From an optimization exercise on the open Yosys and OpenROAD flow, aimed at small area, a short achievable clock period and few clock cycles; shortcuts taken in it are not production practice.
No run shown here included a check of the RTL's function; only the layout flow was run.

==> flow/design.v (outline; a module is shown in full before it is edited, if it fits) <==
// module csa_fa: 10 lines
// module booth_sel: 10 lines
// module conv3x3_mac: 8375 lines
module conv3x3_mac #(
   parameter bit RELU = 1'b0
) (
   input  logic         i_clk,
   input  logic         i_rstn,
   input  logic [9:0]   i_num_ci,
   input  logic         i_valid,
   output logic         o_ready,
   input  logic [143:0] i_window,
   input  logic [143:0] i_weight,
   input  logic [15:0]  i_bias,
   output logic         o_valid,
   input  logic         i_ready,
   output logic [15:0]  o_data
);
  // ...
==> flow/flow/run.sh <==
#!/bin/bash
# The standard layout (the standard.sh, standard synthesis unchanged), except that the
# buffers every input and output port gets are plain buf_1 cells instead of the delay-buffer
# cell buffer_ports picks by default; repair_timing still resizes them where timing needs it.
set -euo pipefail
export BUFFER_PORTS_ARGS="-buffer_cell sky130_fd_sc_hd__buf_1"
bash standard.sh finish > standard.log 2>&1
==> flow/standard.sh <==
#!/bin/bash
# synth_recipe.tcl (not shown) runs the flow's synth.tcl, then flattens the netlist and writes it again
# the make line also repeats each setting of config.mk as NAME=value (left out here)
make -C /OpenROAD-flow-scripts/flow DESIGN_CONFIG=/design/flow/config.mk WORK_HOME=/design/flow/orfs CLKGATE_MAP_FILE= SYNTH_SCRIPT=/design/flow/synth_recipe.tcl "${@:-finish}"
==> flow/config.mk <==
export PLATFORM = sky130hd
export DESIGN_NAME = conv3x3_mac
export DESIGN_NICKNAME = conv3x3_mac
export VERILOG_FILES = /design/flow/design.v
export SDC_FILE = /design/flow/constraint.sdc
export NUM_CORES = 4
export LEC_CHECK = 0
export ABC_AREA = 1
export CAP_MARGIN = 20
export CORE_MARGIN = 2
export CORE_UTILIZATION = 40
export SETUP_SLACK_MARGIN = 4.85
export SLEW_MARGIN = 20
export SYNTH_HIERARCHICAL = 1
export SYNTH_MINIMUM_KEEP_SIZE = 0
==> flow/constraint.sdc <==
create_clock -name core_clock -period 8.0 [get_ports {i_clk}]
set_input_delay 1.6000 -clock core_clock [delete_from_list [all_inputs] [get_ports {i_clk}]]
set_output_delay 1.6000 -clock core_clock [all_outputs]
set_load 0.01 [all_outputs]
==> flow_metrics.py, run 1 <==
metrics = {
    "run_status": {
        "outcome": "finished clean",
    },
    "finish": {
        "syn2layout_area_growth_pct": 13.5,
        "drive_gt1_frac": 0.131,
        "diodes": 15,
        "inv_count": 697,
        "finalNonFillerCells": 10800,
        "register_area_um2": 26600,
        "multi_input_area_share": 0.576,
        "fillers": 19200,
    },
    "setup_path": {
        "path_delay_family": "adder cells",
        "max_stage_delay_ns": 0.65,
        "r2r_cells": 5,
        "slowest_stage": "fa_2",
        "end_kind": "register",
        "reg2reg_from": "p0_9_14$_DFF_P_",
    },
    "clock_tree": {
        "clockBufferDepth": 3,
    },
    "yosys": {
        "yosysTopAreaCell": "fa_1",
        "async_flop_share": 0,
        "syn_area_per_cell_um2": 10.8,
        "muxShareOfSynthArea": 0.00922,
        "seq_area_frac_synth": 0.316,
        "ys_top_cells_by_count": "1321 x fa_1, 1175 x xor2_1, 1144 x dfxtp_1",
        "synth_cell_types": 44,
        "synth_compound_area_frac": 0.0903,
    },
    "global_route": {
        "grt_pass1_vias": 60000,
        "use_met3": 0.0671,
    },
    "die": {
        "die_area_um2": 212000,
        "dieHeight_um": 461,
    },
    "routing": {
        "m1WireLength_um": 128000,
    },
    "sta": {
        "worst_slew_pin_slew_ns": 1.23,
    },
}
==> inputs of run 2 (changes only) <==
--- a/flow/design.v
+++ b/flow/design.v
@@ -80,32 +80,32 @@
             w0 = (j == 0) ? 1'b0 : i_weight[16*k+2*j-1];
             b1d[8*k+j] = w1 ^ w0;
             b2d[8*k+j] = (w2 & ~w1 & ~w0) | (~w2 & w1 & w0);
             bnd[8*k+j] = w2;
          end
       end
    end
    logic [15:0]  br;
-   logic [3:0] v_p, f_p, l_p;
+   logic [2:0] v_p, f_p, l_p;
    logic f_t, v_t, l_t;
+   assign xr = i_window;
+   assign b1r = b1d;
+   assign b2r = b2d;
+   assign bnr = bnd;
+   assign br = first_r ? i_bias : 16'd0;
    always_ff @(posedge i_clk) begin
-      xr <= i_window;
-      b1r <= b1d;
-      b2r <= b2d;
-      bnr <= bnd;
-      br <= first_r ? i_bias : 16'd0;
-      f_p <= {f_p[2:0], first_r};
-      l_p <= {l_p[2:0], last};
+      f_p <= {f_p[1:0], first_r};
+      l_p <= {l_p[1:0], last};
       if (!i_rstn) v_p <= '0;
-      else v_p <= {v_p[2:0], accept};
+      else v_p <= {v_p[1:0], accept};
    end
-   assign v_t = v_p[2];
-   assign f_t = f_p[2];
-   assign l_t = l_p[2];
+   assign v_t = v_p[1];
+   assign f_t = f_p[1];
+   assign l_t = l_p[1];
    logic [44:0] acc_s, acc_c, acc_s_d, acc_c_d;
    logic pp1;
    logic pp2;
    logic pp3;
    logic pp4;
    logic pp5;
    logic pp6;
    logic pp7;
==> flow/config.mk (replaced) <==
export PLATFORM = sky130hd
export DESIGN_NAME = conv3x3_mac
export DESIGN_NICKNAME = conv3x3_mac
export VERILOG_FILES = /design/flow/design.v
export SDC_FILE = /design/flow/constraint.sdc
export NUM_CORES = 4
export LEC_CHECK = 0
export ABC_AREA = 1
export CAP_MARGIN = 20
export CORE_MARGIN = 2
export CORE_UTILIZATION = 40
export CTS_CLUSTER_DIAMETER = 60
export CTS_CLUSTER_SIZE = 30
export SETUP_SLACK_MARGIN = 4.6
export SLEW_MARGIN = 20
export SYNTH_HIERARCHICAL = 1
export SYNTH_MINIMUM_KEEP_SIZE = 0
==> flow_metrics.py, run 2 <==
metrics = {
    "place": {
        "gp_congestion": 1.08,
        "dp.final_hpwl_um": 244000,
        "portBuffers": 335,
        "dp_cells": 9652,
    },
    "setup_path": {
        "r2r_setup_slack_ns": 4.55,
        "critPathKind": "in -> reg",
        "crit_end": "p0_29_6$_DFF_P_",
        "end_kind": "register",
        "worstReg2RegEnd": "p1_14_2$_DFF_P_",
        "cp_max_fo": 11,
        "r2r_cells": 5,
        "crit_start": "i_window[47]",
        "reg2reg_from": "p0_14_21$_DFF_P_",
        "startpoint_type": "input port",
        "crit_arrival_ns": 4.18,
        "cp_data_required_time_ns": 8.71,
    },
    "finish": {
        "largest_register_ffs": 64,
        "drive_gt1_frac": 0.160,
        "multiInputGateArea_um2": 55800,
        "final_cell_mix": "1205 x fa_1, 1151 x xor2_1, 952 x o22ai_1",
        "syn2layout_area_growth_pct": 16.6,
        "mostFrequentLayoutCell": "fa_1",
        "register_area_um2": 18800,
        "reg.largest.list": "q (64), acc_c (45), acc_s (45)",
        "fillers": 17200,
        "nNetsFinal": 9183,
        "finalNonFillerCells": 10000,
        "regMostFlops": "q",
    },
    "global_route": {
        "grt_start_max_net_pins": 89,
        "grt_pass1_vias": 57700,
        "grt_pass1_wl_um": 432000,
        "grt_antenna_before_repair": 13,
        "gr-total-overflow": 0,
        "grt_use_total": 0.317,
    },
    "clock_tree": {
        "cts.sinks": 881,
        "cts_tree": "built",
        "ctsHoldBuffers": 0,
        "cts_buffers": 97,
        "cts_root_buf": "clkbuf_16",
        "insertion_delay_ns": 0.78,
        "path_clk_slew_ns": 0.07,
        "cts.htree.levels": 3,
        "clockBufferDepth": 3,
    },
    "sta": {
        "setup_viol": 0,
        "maxSlewViolCount": 0,
        "fin_crit_ns": 3.47,
        "worst_slew_pin_slew_ns": 0.905,
        "clock.fmax_mhz": 288,
        "fin_skew_ns": 0.0476,
        "relSlewSlack": 0.397,
        "final-hold-violation-count": 0,
        "fin_crit_sh": 0.434,
        "tns_ns": 0,
        "rsz0062_at_grt": "true",
    },
    "routing": {
        "drcViolationCount": 0,
        "drtAntennaViolNets": 0,
        "drtIter0Drc": 7187,
        "wl_per_cell_um": 30.8,
        "vias": 58100,
        "viasPerCell": 5.79,
        "drt_pre_antenna_iters": 8,
        "routed_wirelength_um": 309000,
    },
    "die": {
        "die_area_um2": 191000,
        "boundaryPins": 336,
        "rows": 159,
        "dieHeight_um": 437,
        "core_um2": 187000,
        "start_util": 0.401,
        "dieWidth_um": 437,
    },
    "yosys": {
        "seq_area_frac_synth": 0.250,
        "synth_edf_count": 116,
        "synth.cell_area_um2": 75100,
        "yosys_register_bits": 881,
        "synth_area_leaders": "fa_1 35%, dfxtp_1 20%, xor2_1 14%",
        "synth_top_flop_cell": "dfxtp_1",
        "async_flop_share": 0,
        "ys_top_cells_by_count": "1321 x fa_1, 1168 x xor2_1, 1071 x o22ai_1",
        "syn_area_per_cell_um2": 10.3,
        "ys_warn_count": 10,
        "synth_top_area_frac": 0.352,
        "synth_fp_nets": 9024,
        "synth_cell_types": 45,
        "yosysMostFrequentCell": "fa_1",
        "yosysTopAreaCell": "fa_1",
        "synthCells": 7296,
    },
    "job": {
        "cap_viol_max_count": 0,
    },
    "run_status": {
        "outcome": "finished clean",
    },
    "hold_path": {
        "hold_path.class": "reg -> reg",
        "min_delay_path_depth": 0,
    },
}
## run 2: what timing repair did
| item | 4_1_cts | 5_1_grt |
|---|---|---|
| gates cloned | 2 | 7 |
| endpoints found under the setup margin | 624 | 342 |
| gates resized for setup | 135 | 231 |
| pin swaps | 3 | 12 |
| buffers inserted | 118 | 72 |
## run 2: how the worst min path moves through the flow
| stage | startpoint | to | slack, ns |
|---|---|---|---|
| 5_1_grt | f_p[0]$_DFF_P_ | f_p[1]$_DFF_P_ | 0.33 |
| 3_5_place_dp | l_p[0]$_DFF_P_ | l_p[1]$_DFF_P_ | 0.31 |
| 3_3_place_gp | f_p[0]$_DFF_P_ | f_p[1]$_DFF_P_ | 0.31 |
| 4_1_cts | f_p[0]$_DFF_P_ | f_p[1]$_DFF_P_ | 0.33 |
| 2_1_floorplan | f_p[0]$_DFF_P_ | f_p[1]$_DFF_P_ | 0.31 |
| 6_report | f_p[0]$_DFF_P_ | f_p[1]$_DFF_P_ | 0.33 |
## run 2: through the flow
stage               instance area [um^2]   util  setup slack, ns  hold WS, ns
floorplan                          79700      -             4.42        0.310
global placement                   80300  0.429             3.16        0.311
detailed placement                 80300  0.429             3.15        0.314
CTS                                85800  0.458             4.54        0.329
global route                       87600  0.468             4.50        0.333
finish                             87600  0.468             4.53        0.327
## run 2: layer usage
layer,wire (um),track usage
met1,121000,0.417
met2,136000,0.478
met3,27300,0.0566
met4,25600,0.212
met5,42,0
## run 2: critical path, cell delays in order
cell and delay [ns]:
buf_1 0.30, clkinvlp_4 0.37, o22ai_1 0.36, xor2_2 0.29, fa_1 0.65, fa_1 0.59
## run 2: cell families after synthesis
family / synth area share
and+or+nand+nor: 0.0808
DFF: 0.250
buffers and inverters: 0.0543
adders and majority gates: 0.367
muxes: 0.000666
AOI/OAI and AO/OA: 0.111
xor gates and xnor gates: 0.136
## run 2: final cells by class
cell class / instances / share of cell area
timing repair inverter: 3 / 0.000257
inverter: 568 / 0.0250
clock buffer: 104 / 0.0291
clock inverter: 79 / 0.0127
sequential: 881 / 0.215
timing repair buffer: 542 / 0.0457
multi-input combinational: 5362 / 0.637
tap: 2495 / 0.0356
antenna: 7 / 0.000200
## run 2: Yosys stat by module, one instance, submodules excluded
| module | cell area (um^2) | cells | flops+latches | times used |
|---|---|---|---|---|
| conv3x3_mac | 48700 | 5975 | 881 | 1 |
| csa_fa | 20.0 | 1 | 0 | 1321 |
==> inputs of run 3 (changes only) <==
--- a/flow/config.mk
+++ b/flow/config.mk
@@ -8,9 +8,10 @@
 export ABC_AREA = 1
 export CAP_MARGIN = 20
 export CORE_MARGIN = 2
-export CORE_UTILIZATION = 40
+export CORE_UTILIZATION = 55
 export CTS_CLUSTER_DIAMETER = 60
 export CTS_CLUSTER_SIZE = 30
+export PLACE_DENSITY = 0.65
 export SETUP_SLACK_MARGIN = 4.6
 export SLEW_MARGIN = 20
 export SYNTH_HIERARCHICAL = 1
==> flow_metrics.py, run 3 <==
metrics = {
    "run_status": {
        "outcome": "finished clean",
    },
    "finish": {
        "final_cell_mix": "1196 x fa_1, 1140 x xor2_1, 947 x o22ai_1",
        "post-route-util": 0.642,
        "reg.largest.list": "q (64), acc_c (45), acc_s (45)",
        "drive_gt1_frac": 0.166,
        "nNetsFinal": 9196,
        "syn2layout_area_growth_pct": 15.7,
        "mostFrequentLayoutCell": "fa_1",
        "largest_register_ffs": 64,
        "regMostFlops": "q",
    },
    "global_route": {
        "grt_start_max_net_pins": 89,
        "grt_pass1_vias": 58200,
        "grt_use_total": 0.444,
        "use_met1": 0.598,
        "grt_use_met2": 0.652,
        "gr-total-overflow": 0,
        "grt_pass1_wl_um": 436000,
        "use_met3": 0.116,
        "grt_antenna_before_repair": 20,
        "busiest_layer": "met2",
    },
    "setup_path": {
        "r2r_setup_slack_ns": 4.53,
        "path_cells": "buf_1, clkinvlp_4, a211oi_1, a21oi_1, fa_1, fa_1",
        "crit_buf_inv": 2,
        "critPathKind": "in -> reg",
        "end_kind": "register",
        "crit_arrival_ns": 4.12,
        "critPathMostFrequentCell": "fa_1",
        "startpoint_type": "input port",
        "max_stage_delay_ns": 0.86,
        "cp_data_required_time_ns": 8.61,
        "cp_max_fo": 11,
        "path_delay_family": "adder cells",
        "slowest_stage": "fa_1",
    },
    "clock_tree": {
        "cts.sinks": 881,
        "cts_tree": "built",
        "insertion_delay_ns": 0.75,
        "cts_root_buf": "clkbuf_16",
        "clockBufferDepth": 3,
        "cts.htree.levels": 3,
        "cts_buffers": 93,
        "path_clk_slew_ns": 0.08,
        "ctsHoldBuffers": 0,
    },
    "yosys": {
        "muxShareOfSynthArea": 0.000666,
        "syn_area_per_cell_um2": 10.3,
        "synth_top_family_by_area": "adder cells",
        "synth_xor_area_frac": 0.136,
        "async_flop_share": 0,
        "synthCells": 7296,
        "synth.cell_area_um2": 75100,
        "synth_compound_area_frac": 0.111,
        "yosys_register_bits": 881,
        "yosysTopAreaCell": "fa_1",
        "synth_top_area_frac": 0.352,
        "synth_fp_nets": 9024,
        "ys_warn_count": 10,
        "seq_area_frac_synth": 0.250,
        "yosys.area_share.simple": 0.0808,
        "synth_top_flop_cell": "dfxtp_1",
        "synth_area_leaders": "fa_1 35%, dfxtp_1 20%, xor2_1 14%",
        "yosysMostFrequentCell": "fa_1",
        "synth_cell_types": 45,
        "synthAdderAreaFrac": 0.367,
        "synth_edf_count": 116,
        "ys_top_cells_by_count": "1321 x fa_1, 1168 x xor2_1, 1071 x o22ai_1",
    },
    "die": {
        "boundaryPins": 336,
        "rows": 135,
        "start_util": 0.555,
        "dieHeight_um": 374,
        "core_um2": 135000,
        "die_area_um2": 140000,
        "dieWidth_um": 374,
    },
    "sta": {
        "relSlewSlack": 0.356,
        "clock.fmax_mhz": 285,
        "setup_viol": 0,
        "maxSlewViolCount": 0,
        "tns_ns": 0,
        "final-hold-violation-count": 0,
        "fin_crit_ns": 3.51,
        "rsz0062_at_grt": "true",
        "fin_crit_sh": 0.438,
        "worst_slew_pin_slew_ns": 0.966,
        "fin_skew_ns": 0.0283,
        "hold_ws_ns": 0.329,
    },
    "routing": {
        "drcViolationCount": 0,
        "wl_per_cell_um": 33.7,
        "viasPerCell": 6.36,
        "drtIter0Drc": 7919,
        "drt_pre_antenna_iters": 7,
        "routed_wirelength_um": 314000,
        "drtAntennaViolNets": 0,
        "vias": 59300,
    },
    "hold_path": {
        "hold_path.class": "reg -> reg",
    },
    "place": {
        "portBuffers": 335,
        "dp.final_hpwl_um": 246000,
        "gp_congestion": 1.04,
    },
    "job": {
        "cap_viol_max_count": 0,
    },
}
-- run 3: cell types whose count changed in the layout (fill, tap and decap cells not counted), sizes merged --
| cell | previous run | this run |
|---|---|---|
| buf | 519 | 516 |
| clkbuf | 127 | 139 |
| clkinv | 26 | 30 |
| clkinvlp | 17 | 26 |
| diode | 7 | 2 |
| inv | 607 | 594 |
-- run 3: cells by family after synthesis --
kind of cell | count (synthesis)
buffers and inverters | 1059
multiplexers | 5
adder cells (fa/ha/maj) | 1410
flip-flops | 881
XOR/XNOR | 1170
AO/OA/AOI/OAI | 1355
AND/OR/NAND/NOR | 1416
-- run 3: final timing paths --
| path | from | to | depth (start not counted) |
|---|---|---|---|
| worst max register to register | p0_19_20$_DFF_P_ | p1_19_3$_DFF_P_ | 5 |
| worst min register to register | f_p[0]$_DFF_P_ | f_p[1]$_DFF_P_ | 0 |
| worst max-delay path | i_window[79] | p0_30_4$_DFF_P_ | 6 |
| worst min-delay path | f_p[0]$_DFF_P_ | f_p[1]$_DFF_P_ | 0 |
-- run 3: area by class of cell --
type | instances | area, um^2
sequential | 881 | 18800
multi-input combinational | 5362 | 55900
fill | 10800 | 48500
timing repair inverter | 6 | 35.0
clock inverter | 76 | 1160
tap | 1781 | 2230
clock buffer | 99 | 2400
antenna | 2 | 5.00
timing repair buffer | 556 | 4180
inverter | 568 | 2200
-- run 3: modules after synthesis, one instance, submodules excluded --
module / cell area, um^2 / flip-flops and latches / cells inside / times used
csa_fa: 20.0 / 0 / 1 / 1321
conv3x3_mac: 48700 / 881 / 5975 / 1
-- run 3: worst register-to-register path, delay by kind of cell, from the launching register on --
| kind | cells | cell delay [ns] |
|---|---|---|
| flip-flops | 1 | 0.40 |
| adder cells (fa/ha/maj) | 5 | 2.98 |
-- run 3: metal layers --
layer	wire length, um	up-vias
li1	-	24400
met1	120000	30100
met2	135000	4002
met3	35400	733
met4	23100	14
met5	92	-
-- run 3: per-stage QoR --
| stage | setup slack, ns | cell area [um^2] | cells |
|---|---|---|---|
| floorplan | 4.42 | 79700 | 7296 |
| global placement | 3.01 | 79500 | 8944 |
| detailed placement | 2.98 | 79500 | 8944 |
| CTS | 4.55 | 85600 | 9276 |
| global route | 4.55 | 87000 | 9329 |
| finish | 4.49 | 87000 | 9331 |
-- run 3: timing repair --
item                                    4_1_cts  5_1_grt
pin swaps                                     7       16
resized for setup                           195      203
endpoints found under the setup margin      635      312
buffers inserted                            154       43
cloned                                        3        9
endpoints found under the hold margin         0        0
==> inputs of run 4 (changes only) <==
--- a/flow/config.mk
+++ b/flow/config.mk
@@ -8,11 +8,10 @@
 export ABC_AREA = 1
 export CAP_MARGIN = 20
 export CORE_MARGIN = 2
-export CORE_UTILIZATION = 55
+export CORE_UTILIZATION = 40
 export CTS_CLUSTER_DIAMETER = 60
 export CTS_CLUSTER_SIZE = 30
-export PLACE_DENSITY = 0.65
-export SETUP_SLACK_MARGIN = 4.6
+export SETUP_SLACK_MARGIN = 4.75
 export SLEW_MARGIN = 20
 export SYNTH_HIERARCHICAL = 1
 export SYNTH_MINIMUM_KEEP_SIZE = 0
==> flow_metrics.py, run 4 <==
metrics = {
    "run_status": {
        "outcome": "finished clean",
    },
    "sta": {
        "clock.fmax_mhz": 299,
        "fin_skew_ns": 0.0744,
        "tns_ns": 0,
        "rsz0062_at_grt": "true",
        "relSlewSlack": 0.336,
        "final-hold-violation-count": 0,
        "setup_viol": 0,
        "worst_slew_pin_slew_ns": 0.996,
        "fin_crit_sh": 0.418,
        "hold_ws_ns": 0.327,
        "fin_crit_ns": 3.34,
        "maxSlewViolCount": 0,
    },
    "clock_tree": {
        "ctsHoldBuffers": 0,
        "cts.htree.levels": 3,
        "cts_root_buf": "clkbuf_16",
        "clockBufferDepth": 3,
        "cts.sinks": 881,
        "insertion_delay_ns": 0.79,
        "cts_tree": "built",
        "path_clk_slew_ns": 0.07,
        "cts_buffers": 99,
    },
    "yosys": {
        "seq_area_frac_synth": 0.250,
        "synthAdderAreaFrac": 0.367,
        "yosysMostFrequentCell": "fa_1",
        "yosysTopAreaCell": "fa_1",
        "yosys_register_bits": 881,
        "synthCells": 7296,
        "muxShareOfSynthArea": 0.000666,
        "synth_cell_types": 45,
        "synth.cell_area_um2": 75100,
        "synth_area_leaders": "fa_1 35%, dfxtp_1 20%, xor2_1 14%",
        "synth_compound_area_frac": 0.111,
        "synth_edf_count": 116,
        "yosys.area_share.simple": 0.0808,
        "ys_top_cells_by_count": "1321 x fa_1, 1168 x xor2_1, 1071 x o22ai_1",
        "synth_xor_area_frac": 0.136,
        "async_flop_share": 0,
        "synth_top_area_frac": 0.352,
        "synth_top_flop_cell": "dfxtp_1",
        "ys_warn_count": 10,
        "synth_top_family_by_area": "adder cells",
        "synth_fp_nets": 9024,
        "syn_area_per_cell_um2": 10.3,
    },
    "finish": {
        "multiInputGateArea_um2": 58300,
        "reg.largest.list": "q (64), acc_c (45), acc_s (45)",
        "regMostFlops": "q",
        "drive_gt1_frac": 0.263,
        "register_area_um2": 18900,
        "post-route-util": 0.489,
        "final_cell_mix": "1138 x xor2_1, 864 x o22ai_1, 860 x fa_1",
        "mostFrequentLayoutCell": "xor2_1",
        "syn2layout_area_growth_pct": 21.9,
        "largest_register_ffs": 64,
        "nNetsFinal": 9264,
        "fillers": 16900,
    },
    "global_route": {
        "grt_antenna_before_repair": 15,
        "gr-total-overflow": 0,
        "grt_use_total": 0.334,
        "grt_pass1_wl_um": 452000,
        "grt_pass1_vias": 58700,
        "grt_start_max_net_pins": 89,
    },
    "setup_path": {
        "cp_max_fo": 16,
        "r2r_cells": 5,
        "path_delay_family": "adder cells",
        "startpoint_type": "input port",
        "critPathMostFrequentCell": "fa_1",
        "critPathKind": "in -> reg",
        "end_kind": "register",
        "slowest_stage": "fa_1",
        "crit_arrival_ns": 3.96,
        "max_stage_delay_ns": 0.52,
        "crit_buf_inv": 2,
        "cp_data_required_time_ns": 8.62,
        "crit_cells": 6,
        "path_cells": "buf_1, clkinvlp_4, o22ai_2, xor2_2, fa_1, fa_1",
    },
    "hold_path": {
        "hold_path.class": "reg -> reg",
        "min_delay_path_depth": 0,
    },
    "place": {
        "gp_congestion": 1.05,
        "dp.final_hpwl_um": 253000,
        "portBuffers": 335,
    },
    "routing": {
        "drtAntennaViolNets": 0,
        "drcViolationCount": 0,
        "wl_per_cell_um": 32.2,
        "drtIter0Drc": 6519,
        "drt_pre_antenna_iters": 6,
        "vias": 58800,
        "viasPerCell": 5.81,
        "routed_wirelength_um": 326000,
    },
    "die": {
        "die_area_um2": 191000,
        "dieHeight_um": 437,
        "dieWidth_um": 437,
        "boundaryPins": 336,
        "rows": 159,
        "start_util": 0.401,
        "core_um2": 187000,
    },
    "job": {
        "cap_viol_max_count": 0,
    },
}
run 4: cell counts after synthesis:
No cell type changed its count.
run 4: worst paths after layout:
path	from	end	slack [ns]
worst min-delay path	f_p[0]$_DFF_P_	f_p[1]$_DFF_P_	0.33
worst max register to register	p0_16_27$_DFF_P_	p1_17_3$_DFF_P_	4.70
worst max-delay path	i_window[33]	p0_1_4$_DFF_P_	4.66
worst min register to register	f_p[0]$_DFF_P_	f_p[1]$_DFF_P_	0.33
run 4: per-module statistics from Yosys, one instance, submodules excluded:
module	cells inside	cell area (um^2)	times used	flip-flops and latches
conv3x3_mac	5975	48700	1	881
csa_fa	1	20.0	1321	0
run 4: logic make-up after synthesis:
group / count (synthesis)
and+or+nand+nor: 1416
adders and majority gates: 1410
AOI/OAI and AO/OA: 1355
xor gates and xnor gates: 1170
buffers and inverters: 1059
DFF: 881
muxes: 5
run 4: worst reg2reg max path: cells and delay by family, from the launching register on:
| kind | cells | cell delay [ns] |
|---|---|---|
| adder cells (fa/ha/maj) | 5 | 2.76 |
| flip-flops | 1 | 0.39 |
run 4: final cells by class:
class                   count  share of cell area
well taps                2495              0.0341
repair inverters            9            0.000683
flip-flops and latches    881               0.206
clock inverters            83              0.0131
clock buffers             103              0.0279
multi-input cells        5361               0.637
repair buffers            616              0.0561
inverters                 568              0.0248
diodes                      6            0.000164
run 4: repair_timing:
action | 4_1_cts | 5_1_grt
buffers inserted | 164 | 98
pin swaps | 11 | 116
gates resized for setup | 349 | 444
gates cloned | 10 | 7
setup endpoints to repair | 653 | 300
run 4: through the flow:
stage	worst slack [ns]	area [um^2]	instances
2_1_floorplan	4.42	81400	7296
3_3_place_gp	3.23	81700	9651
3_5_place_dp	3.21	81700	9651
4_1_cts	4.65	88900	10000
5_1_grt	4.68	91600	10100
6_report	4.66	91600	10100
run 4: metal layers:
layer / track usage / up-vias / wire length, um
met1: 0.451 / 30400 / 131000
met5: 0 / - / 22
met3: 0.0513 / 651 / 25900
li1: - / 24600 / -
met2: 0.516 / 3241 / 145000
met4: 0.181 / 4 / 23800

-- port drivers added, routing unchanged --
No port has a modelled driver above. Below, the same layouts with a new extraction and two added sets of constraints.
Step 1 sets driving cells, clkbuf_16 on the clock port and buf_2 on the other inputs (assumed; they add their load-dependent delay and slew).
Step 2, shift: input delay + t, output delay - t, t = (earliest + latest rising clock arrival at the registers) / 2. This alone moves slack from input paths to output paths.
Three values: ideal ports, drivers, drivers and shift; two values: the first two.
run	t, ns	setup WS [ns]	worst hold slack (ns)	pins driven straight from the clock port
run 1	0.890	4.738 / 4.738 / 4.250	0.325 / 0.325 / 0.325	1
run 2	0.839	4.530 / 4.548 / 3.728	0.327 / 0.327 / 0.327	1
run 3	0.827	4.494 / 4.530 / 3.707	0.329 / 0.329 / 0.329	1
run 4	0.838	4.657 / 4.698 / 3.889	0.327 / 0.327 / 0.327	1
After both steps setup and hold are still met in every run listed. For run 2, which loses most, drivers alone change the setup slack by +0.018 ns; drivers and shift together by -0.802 ns.
